Source: an optimization exercise on an open RTL-to-GDS flow (aim: small area, a short achievable clock period and few clock cycles per item). Production flows keep margins and buffers that such runs may drop.
At most, simulation tests tie the RTL to the original design; equivalence was not proved.
No activity file was given, so power comes from the tool's default toggle rates.

== red ==
==> flow/design.v (excerpt) <==
module fpu_mult_arb
#(
   parameter int NUM_REQ = 4
)(
   input  logic                    clk,
   input  logic                    rst,
   input  logic [NUM_REQ-1:0]      req_valid,
   output logic [NUM_REQ-1:0]      req_ready,
   input  logic [NUM_REQ*FP_W-1:0] req_a,
   input  logic [NUM_REQ*FP_W-1:0] req_b,
   output logic [NUM_REQ-1:0]      rsp_valid,
   input  logic [NUM_REQ-1:0]      rsp_ready,
   output logic [FP_W-1:0]         rsp_data,
   output logic                    busy
);
Size in the first run: about 1900 cells after synthesis, about 310 I/O pins, about 23000 µm² of cells after synthesis.
clock: 9.0 ns
lec_check: 0
cap_margin: 0
core_margin: 2
core_utilization: 60
cts_buf_list: sky130_fd_sc_hd__clkbuf_4
cts_cluster_size: 20
slew_margin: 0
synth_hierarchical: 1
synth_minimum_keep_size: 0
tns_end_percent: 0
standard.sh (not shown) runs the stock make flow with config.mk's settings and CLKGATE_MAP_FILE= SYNTH_SCRIPT=/design/flow/synth_recipe.tcl, a recipe that flattens the netlist after the stock synthesis.
==> flow/flow/run.sh <==
#!/bin/bash
# Layout flow: the standard layout (standard.sh: the standard synthesis,
# floorplan, power grid, placement, CTS and routing, all unchanged) with two
# settings of how the layout is made:
#   - every input and output port still gets its own buffer, but a
#     sky130_fd_sc_hd__buf_1 instead of the delay cell buffer_ports picks;
set -euo pipefail
MARGIN=5.8
cd "$(dirname "$0")/.."
bash standard.sh "BUFFER_PORTS_ARGS=-buffer_cell sky130_fd_sc_hd__buf_1" \
   "SETUP_SLACK_MARGIN=$MARGIN" finish > standard.log 2>&1
red: all stages complete, timing, DRC and antenna checks passed
Testbench counts of red, summed over its fixed seeds: cycles 3,232, items 3,200.
What blue does differently from red at the input level:
- removing CTS_BUF_LIST (formerly sky130_fd_sc_hd__clkbuf_4)
- changing TNS_END_PERCENT from 0 to 5
- removing CTS_CLUSTER_SIZE (formerly 20)
==> flow/flow/run.sh <==
#!/bin/bash
set -euo pipefail
MARGIN=6.0
cd "$(dirname "$0")/.."
bash standard.sh "BUFFER_PORTS_ARGS=-buffer_cell sky130_fd_sc_hd__buf_1" \
   "SETUP_SLACK_MARGIN=$MARGIN" finish > standard.log 2>&1
==> run summary <==
The higher post-synthesis to final-layout area growth came out of blue.
Going from red to blue, global-route wire length before repair climbed about 11%; number of global-route vias before repair climbed 446; proportion of cell area occupied by multi-input gates down 3.5 points; setup slack at placement now sits higher; count of cells resized by post-cts repair fell about 50%.
Delta (blue minus red): worst path buffer plus inverter count now sits higher, ratio of total power to cell area now sits lower.

* * *

Another version of the RTL of fpu_mult_arb (not shown whole).
Size in the first run: ~2000 cells after synthesis, roughly 310 flip-flops.
// fpu_mult_arb
module fpu_mult_arb
#(
   parameter int NUM_REQ = 4
)(
   input  logic                    clk,
   input  logic                    rst,
   input  logic [NUM_REQ-1:0]      req_valid,
   output logic [NUM_REQ-1:0]      req_ready,
   input  logic [NUM_REQ*FP_W-1:0] req_a,
   input  logic [NUM_REQ*FP_W-1:0] req_b,
   output logic [NUM_REQ-1:0]      rsp_valid,
   input  logic [NUM_REQ-1:0]      rsp_ready,
   output logic [FP_W-1:0]         rsp_data,
   output logic                    busy
);
==> flow/config.mk <==
export PLATFORM = sky130hd
export DESIGN_NAME = fpu_mult_arb
export DESIGN_NICKNAME = fpu_mult_arb
export VERILOG_FILES = /design/flow/design.v
export SDC_FILE = /design/flow/constraint.sdc
export NUM_CORES = 4
export LEC_CHECK = 0
export CAP_MARGIN = 20
export CORE_MARGIN = 2
export CORE_UTILIZATION = 60
export SLEW_MARGIN = 20
export SYNTH_HIERARCHICAL = 1
export SYNTH_MINIMUM_KEEP_SIZE = 0
export TNS_END_PERCENT = 0
==> flow/constraint.sdc <==
create_clock -name core_clock -period 9.0 [get_ports {clk}]
set_input_delay 1.8000 -clock core_clock [delete_from_list [all_inputs] [get_ports {clk}]]
set_output_delay 1.8000 -clock core_clock [all_outputs]
set_load 0.01 [all_outputs]
==> flow/flow/run.sh <==
#!/bin/bash
# Layout flow: the standard layout (standard.sh: the standard synthesis,
# floorplan, power grid, placement, CTS and routing, all unchanged) with two
# settings of how the layout is made:
#   - every input and output port still gets its own buffer, but a
#     sky130_fd_sc_hd__buf_1 instead of the delay cell buffer_ports picks;
set -euo pipefail
MARGIN=6.0
cd "$(dirname "$0")/.."
bash standard.sh "BUFFER_PORTS_ARGS=-buffer_cell sky130_fd_sc_hd__buf_1" \
   "SETUP_SLACK_MARGIN=$MARGIN" finish > standard.log 2>&1
The baseline completed with no timing, DRC or antenna violations.
Testbench counts at the start, summed over its fixed seeds: cycles 3,232, items 3,200.
==> next run, changes <==
--- a/flow/flow/run.sh
+++ b/flow/flow/run.sh
@@ -6,5 +6,5 @@
 #     sky130_fd_sc_hd__buf_1 instead of the delay cell buffer_ports picks;
 set -euo pipefail
-MARGIN=6.0
+MARGIN=5.7
 cd "$(dirname "$0")/.."
 bash standard.sh "BUFFER_PORTS_ARGS=-buffer_cell sky130_fd_sc_hd__buf_1" \
Settings changed: CAP_MARGIN 20 to 0, SLEW_MARGIN 20 to 0.
Sequential cell count does not change.
Sequential share of layout area went up by 1.5 points.
Setup slack degrades by 220 ps.
Routed wire length went down by roughly a tenth.
==> next run, changes <==
--- a/flow/flow/run.sh
+++ b/flow/flow/run.sh
@@ -6,5 +6,5 @@
 #     sky130_fd_sc_hd__buf_1 instead of the delay cell buffer_ports picks;
 set -euo pipefail
-MARGIN=5.7
+MARGIN=5.8
 cd "$(dirname "$0")/.."
 bash standard.sh "BUFFER_PORTS_ARGS=-buffer_cell sky130_fd_sc_hd__buf_1" \
Settings changed: ABC_AREA from default to 1.
What happened: Wire length came out higher by a quarter to a third; die area went up by roughly a tenth; worst setup slack gains 87 ps; sequential power climbs by a few percent; count of clock-buffer cells in the layout came out lower by 5.
==> next run, changes <==
Settings changed: ABC_AREA 1 to default, CAP_MARGIN 0 to 20, SLEW_MARGIN 0 to 20.
After rerunning: The new run produced a clean layout; clock skew rose by 27 ps; clock-buffer cell count rose by 4; first-iteration DRC count fell by 51%; total power fell by 6.9%; critical path depth fell by 2; maximum frequency rose by 1.2%; non-clock buffer count fell by 10; utilization rose by 0.87 points.

* * *

## 07-11
Another version of the RTL of fpu_mult_arb (not shown whole).
==> flow/config.mk <==
export PLATFORM = sky130hd
export DESIGN_NAME = fpu_mult_arb
export DESIGN_NICKNAME = fpu_mult_arb
export VERILOG_FILES = /design/flow/design.v
export SDC_FILE = /design/flow/constraint.sdc
export NUM_CORES = 4
export LEC_CHECK = 0
export CAP_MARGIN = 20
export CORE_MARGIN = 2
export CORE_UTILIZATION = 40
export SLEW_MARGIN = 20
export SYNTH_HIERARCHICAL = 1
export SYNTH_MINIMUM_KEEP_SIZE = 0
==> flow/constraint.sdc <==
create_clock -name core_clock -period 9.0 [get_ports {clk}]
set_input_delay 1.8000 -clock core_clock [delete_from_list [all_inputs] [get_ports {clk}]]
set_output_delay 1.8000 -clock core_clock [all_outputs]
set_load 0.01 [all_outputs]
==> flow/flow/run.sh <==
#!/bin/bash
# Layout flow: the standard layout (standard.sh: the standard synthesis,
# floorplan, power grid, placement, CTS and routing, all unchanged) with two
# settings of how the layout is made:
#   - every input and output port still gets its own buffer, but a
#     sky130_fd_sc_hd__buf_1 instead of the delay cell buffer_ports picks;
set -euo pipefail
MARGIN=5.5
cd "$(dirname "$0")/.."
bash standard.sh "BUFFER_PORTS_ARGS=-buffer_cell sky130_fd_sc_hd__buf_1" \
   "SETUP_SLACK_MARGIN=$MARGIN" finish > standard.log 2>&1
[inputs] 12-27 vs 07-11
- ABC_CLOCK_PERIOD_IN_PS: unset -> 3500
Findings:
Diff 07-11..12-27 | overall power of the completed layout | unchanged
Reported for 12-27 and 07-11, flip-flop and latch count turned out identical to the last digit.
Comparing 07-11 with 12-27, the maximum number of pins on one net before global-route repair came out essentially unchanged.
Reported for 12-27 and 07-11, final setup violation count turned out identical to the last digit.
No run of this note included a check of the RTL's function; only the layout flow was run.

* * *

Another version of the RTL of fpu_mult_arb (not shown whole).
For scale: about 1900 cells after synthesis, about 280 flip-flops, ~23000 um^2 of cells after synthesis.
Design fpu_mult_arb, start of the top module:
module fpu_mult_arb
#(
   parameter int NUM_REQ = 4
)(
   input  logic                    clk,
   input  logic                    rst,
   input  logic [NUM_REQ-1:0]      req_valid,
   output logic [NUM_REQ-1:0]      req_ready,
   input  logic [NUM_REQ*FP_W-1:0] req_a,
   input  logic [NUM_REQ*FP_W-1:0] req_b,
   output logic [NUM_REQ-1:0]      rsp_valid,
   input  logic [NUM_REQ-1:0]      rsp_ready,
   output logic [FP_W-1:0]         rsp_data,
   output logic                    busy
);
   localparam int NC = MULT_CUT_W;
   logic [3:0]  r_ptr;       
   logic        r_v1;        
   logic        r_v2;        
   logic [3:0]  r_rdy;       
   logic        r_park;      
   logic [3:0]  r_pown;      
   logic [3:0]  r_hown;      
   logic        r_busy;
   logic [22:0] r1_ma;
   logic [MULT_B_W-1:0] r1_bs;    
   logic [7:0]  r1_ea, r1_eb;
   logic        r1_s;
   logic [NC-1:0] r2_cut;
   logic [7:0]  r2_e;
   logic        r2_s;
   logic [24:0] r3_hi;           
   logic [7:0]  r3_e;            
  ...
export LEC_CHECK = 0
export CAP_MARGIN = 0
export CORE_MARGIN = 2
export CORE_UTILIZATION = 60
export SLEW_MARGIN = 0
export SYNTH_HIERARCHICAL = 1
export SYNTH_MINIMUM_KEEP_SIZE = 0
export TNS_END_PERCENT = 0
create_clock -name core_clock -period 9.0 [get_ports {clk}]
==> flow/flow/run.sh <==
#!/bin/bash
# Layout flow: the standard layout (standard.sh: the standard synthesis,
# floorplan, power grid, placement, CTS and routing, all unchanged) with two
# settings of how the layout is made:
#   - every input and output port still gets its own buffer, but a
#     sky130_fd_sc_hd__buf_1 instead of the delay cell buffer_ports picks;
set -euo pipefail
MARGIN=5.9
cd "$(dirname "$0")/.."
bash standard.sh "BUFFER_PORTS_ARGS=-buffer_cell sky130_fd_sc_hd__buf_1" \
   "SETUP_SLACK_MARGIN=$MARGIN" finish > standard.log 2>&1
The baseline finished clean.
Testbench counts at the start, summed over its fixed seeds: cycles 3,232, items 3,200.
Edit:
--- a/flow/flow/run.sh
+++ b/flow/flow/run.sh
@@ -6,5 +6,5 @@
 #     sky130_fd_sc_hd__buf_1 instead of the delay cell buffer_ports picks;
 set -euo pipefail
-MARGIN=5.9
+MARGIN=5.8
 cd "$(dirname "$0")/.."
 bash standard.sh "BUFFER_PORTS_ARGS=-buffer_cell sky130_fd_sc_hd__buf_1" \
After rerunning: Clock-buffer cell count stays the same. Power does not change. Setup slack is unchanged. Cell area stays the same. Final cell count is unchanged. Routed wire length stays the same. Core utilization stays the same. Combinational power hardly moves. Global-route usage does not change.

* * *

## the reference run
Another version of the RTL of fpu_mult_arb (not shown whole).
Size in the first run: roughly 2000 cells after synthesis, ~320 flip-flops, ~310 I/O pins.
Settings: LEC_CHECK=0, CAP_MARGIN=20, CORE_MARGIN=2, CORE_UTILIZATION=60, SLEW_MARGIN=20, SYNTH_HIERARCHICAL=1, SYNTH_MINIMUM_KEEP_SIZE=0; clock period 9.0 ns.
==> flow/flow/run.sh <==
#!/bin/bash
# Layout flow: the standard layout (standard.sh: the standard synthesis,
# floorplan, power grid, placement, CTS and routing, all unchanged) with two
# settings of how the layout is made:
#   - every input and output port still gets its own buffer, but a
#     sky130_fd_sc_hd__buf_1 instead of the delay cell buffer_ports picks;
set -euo pipefail
MARGIN=6.0
cd "$(dirname "$0")/.."
bash standard.sh "BUFFER_PORTS_ARGS=-buffer_cell sky130_fd_sc_hd__buf_1" \
   "SETUP_SLACK_MARGIN=$MARGIN" finish > standard.log 2>&1
For the trial run, these inputs were changed with respect to the reference run:
-- flow/flow/run.sh --
<<< the reference run, line 8
MARGIN=6.0
>>> the trial run, line 8
MARGIN=5.8
## What came out
The trial run vs the reference run — overall power dropped by a few percent. A end point of the critical path of rsp_data[30] is what the trial run shows, while r2_cut[44] belongs to the reference run. Cell count after placement: the trial run vs the reference run — no meaningful difference. Looking at the trial run and the reference run, the area taken by flip-flops and latches is a wash. Diff the reference run -> the trial run | buffer and inverter count on the worst path | increase of 2. Growth of design area from synthesis to finish (the trial run over the reference run): decrease, 11 points. The trial run has less setup slack than the reference run. The trial run ends up with a placed instance area that is about 0.34% lower than in the reference run. Delta (the trial run minus the reference run): count of non-CTS buffers in the layout now smaller, filler-free cell count of the finished design went down, via count now sits lower, post-layout instance area decreased about 9%. Run comparison: the reference run source of the critical timing path r1_ma[3]; the trial run source of the critical timing path r_s0.
No functional check of the RTL was part of any run of this note.

* * *

run 1:
RTL: one of the versions met above, not the one the previous note started from.
For scale: about 2,000 cells after synthesis, roughly 310 I/O pins.
==> flow/config.mk <==
export PLATFORM = sky130hd
export DESIGN_NAME = fpu_mult_arb
export DESIGN_NICKNAME = fpu_mult_arb
export VERILOG_FILES = /design/flow/design.v
export SDC_FILE = /design/flow/constraint.sdc
export NUM_CORES = 4
export LEC_CHECK = 0
export CAP_MARGIN = 20
export CORE_MARGIN = 2
export CORE_UTILIZATION = 60
export PLACE_DENSITY = 0.75
export SLEW_MARGIN = 20
export SYNTH_HIERARCHICAL = 1
export SYNTH_MINIMUM_KEEP_SIZE = 0
export TNS_END_PERCENT = 0
==> flow/constraint.sdc <==
create_clock -name core_clock -period 9.0 [get_ports {clk}]
set_input_delay 1.8000 -clock core_clock [delete_from_list [all_inputs] [get_ports {clk}]]
set_output_delay 1.8000 -clock core_clock [all_outputs]
set_load 0.01 [all_outputs]
==> flow/flow/run.sh <==
#!/bin/bash
# Layout flow: the standard layout (standard.sh: the standard synthesis,
# floorplan, power grid, placement, CTS and routing, all unchanged) with two
# settings of how the layout is made:
#   - every input and output port still gets its own buffer, but a
#     sky130_fd_sc_hd__buf_1 instead of the delay cell buffer_ports picks;
set -euo pipefail
MARGIN=5.8
cd "$(dirname "$0")/.."
bash standard.sh "BUFFER_PORTS_ARGS=-buffer_cell sky130_fd_sc_hd__buf_1" \
   "SETUP_SLACK_MARGIN=$MARGIN" finish > standard.log 2>&1
Run 1: all stages complete, timing, DRC and antenna checks passed
Testbench counts of run 1, summed over its fixed seeds: cycles 3,232, items 3,200.
Inputs modified between run 1 and run 2:
Settings: removing PLACE_DENSITY (formerly 0.75); removing TNS_END_PERCENT (formerly 0).
--- outcome ---
- The run showing the greater wire length is run 2.
- Density: run 2 denser than run 1
- Note that the net load switching power recorded for run 2 amounts to 1.06 times the value seen in run 1.
- Clock-buffer cell count in run 2 vs run 1: down 2
- Any difference in number of fill cells between run 1 and run 2 is small enough to ignore.
- Aggregate global-route resource usage delta for run 2 relative to run 1: 2.1 points higher
### run 2 -> run 3
Settings: CTS_CLUSTER_SIZE now 30, previously not set; CTS_BUF_LIST now sky130_fd_sc_hd__clkbuf_4 sky130_fd_sc_hd__clkbuf_8, previously not set.
- Number of antenna repair diodes, run 2 and run 3: lower on run 2
- The buffer share of cell area in run 3 was higher than what run 2 gave.
- Global-route usage was lower in run 2 than in run 3.
- Delta (run 3 minus run 2): power dissipated by switching net loads increased by about 2.8% relative to the old numbers; post-cts gate resize count dropped about 2%; sequential share of layout area lost 0.16 points.
- Between run 2 and run 3, clock network power share is lower for run 2, run 3 comes in above that.
- Per the comparison of run 3 with run 2, number of antenna violations at the first check in global routing flat, total of plain and repair buffers excluding clock buffers went up about 0.6%.
- For the combinational logic power, run 3 came in about 1% lower than run 2 did.
- Run 2 has higher via density per instance than run 3.
What run 4 does differently from run 3 at the input level:
Settings: CTS_BUF_LIST: sky130_fd_sc_hd__clkbuf_4 sky130_fd_sc_hd__clkbuf_8 -> unset; TNS_END_PERCENT: unset -> 0; SLEW_MARGIN: 20 -> 0; CAP_MARGIN: 20 -> 0; CTS_CLUSTER_SIZE: 30 -> unset.
## What came out
- Non-clock buffer instance count of the final layout: run 4 and run 3 compared, higher one is run 4
- Of run 4 and run 3, the higher shortest clock period the worst path allows after layout belongs to run 3.
- The ratio of final minimum period to clock period of run 4 is lower than that of run 3.
- Compared with run 3, in run 4 sequential share of layout area comparable; tightest slew margin relative to the limit now smaller; count of buffer and inverter cells on the critical path went up by 1; actual transition at the worst max-transition pin rose by 0.32 ns.
- Between run 3 and run 4, the cell count went down.
- When the final numbers for run 4 and run 3 were put side by side, the met1 wire length turned out to be greater in run 3.

re-timing with driven ports:
Ports are ideal in the flow. The routed layouts listed here were re-timed in OpenROAD. Step 1 sets driving cells, clkbuf_16 on the clock port and buf_2 on the other inputs (assumed; they add their load-dependent delay and slew). Step 2 adds t to the input delays and takes it off the output delays; t is the mean of the earliest and latest rising clock arrival at the registers after step 1. Input paths then give back, and output paths get back, about the clock's delay inside the block. a / b / c = ideal ports / drivers / drivers and shift; a / b = the first two.
| run | t (ns) | setup WS [ns] | worst slew at a driven data input, ns |
|---|---|---|---|
| red | 0.818 | 5.692 / 5.692 / 5.254 | 0.13 |
| blue | 0.657 | 5.810 / 5.810 / 5.225 | 0.11 |
| the first run of note 2 | 0.601 | 5.896 / 5.896 / 5.439 | 0.17 |
| the second run of note 2 | 0.605 | 5.674 / 5.674 / 5.351 | 0.10 |
| the third run of note 2 | 0.627 | 5.761 / 5.761 / 5.531 | 0.17 |
| the fourth run of note 2 | 0.600 | 5.798 / 5.798 / 5.358 | 0.12 |
| 07-11 | 0.604 | 5.007 / 5.007 / 4.960 | 0.09 |
| 12-27 | 0.604 | 5.007 / 5.007 / 4.960 | 0.09 |
| the first run of note 4 | 0.643 | 5.742 / 5.742 / 5.416 | 0.18 |
| the second run of note 4 | 0.643 | 5.742 / 5.742 / 5.416 | 0.18 |
| the reference run | 0.596 | 5.726 / 5.726 / 5.336 | 0.11 |
| the trial run | 0.602 | 5.711 / 5.655 / 5.336 | 0.13 |
| run 1 | 0.588 | 5.830 / 5.830 / 5.409 | 0.06 |
| run 2 | 0.603 | 5.801 / 5.801 / 5.445 | 0.17 |
| run 3 | 0.700 | 5.796 / 5.796 / 5.407 | 0.15 |
| run 4 | 0.605 | 5.818 / 5.818 / 5.348 | 0.10 |
After both steps every run listed still meets setup and hold. The setup slack of blue, which loses most, moves by 0.000 ns with the drivers and by -0.585 ns with both steps.
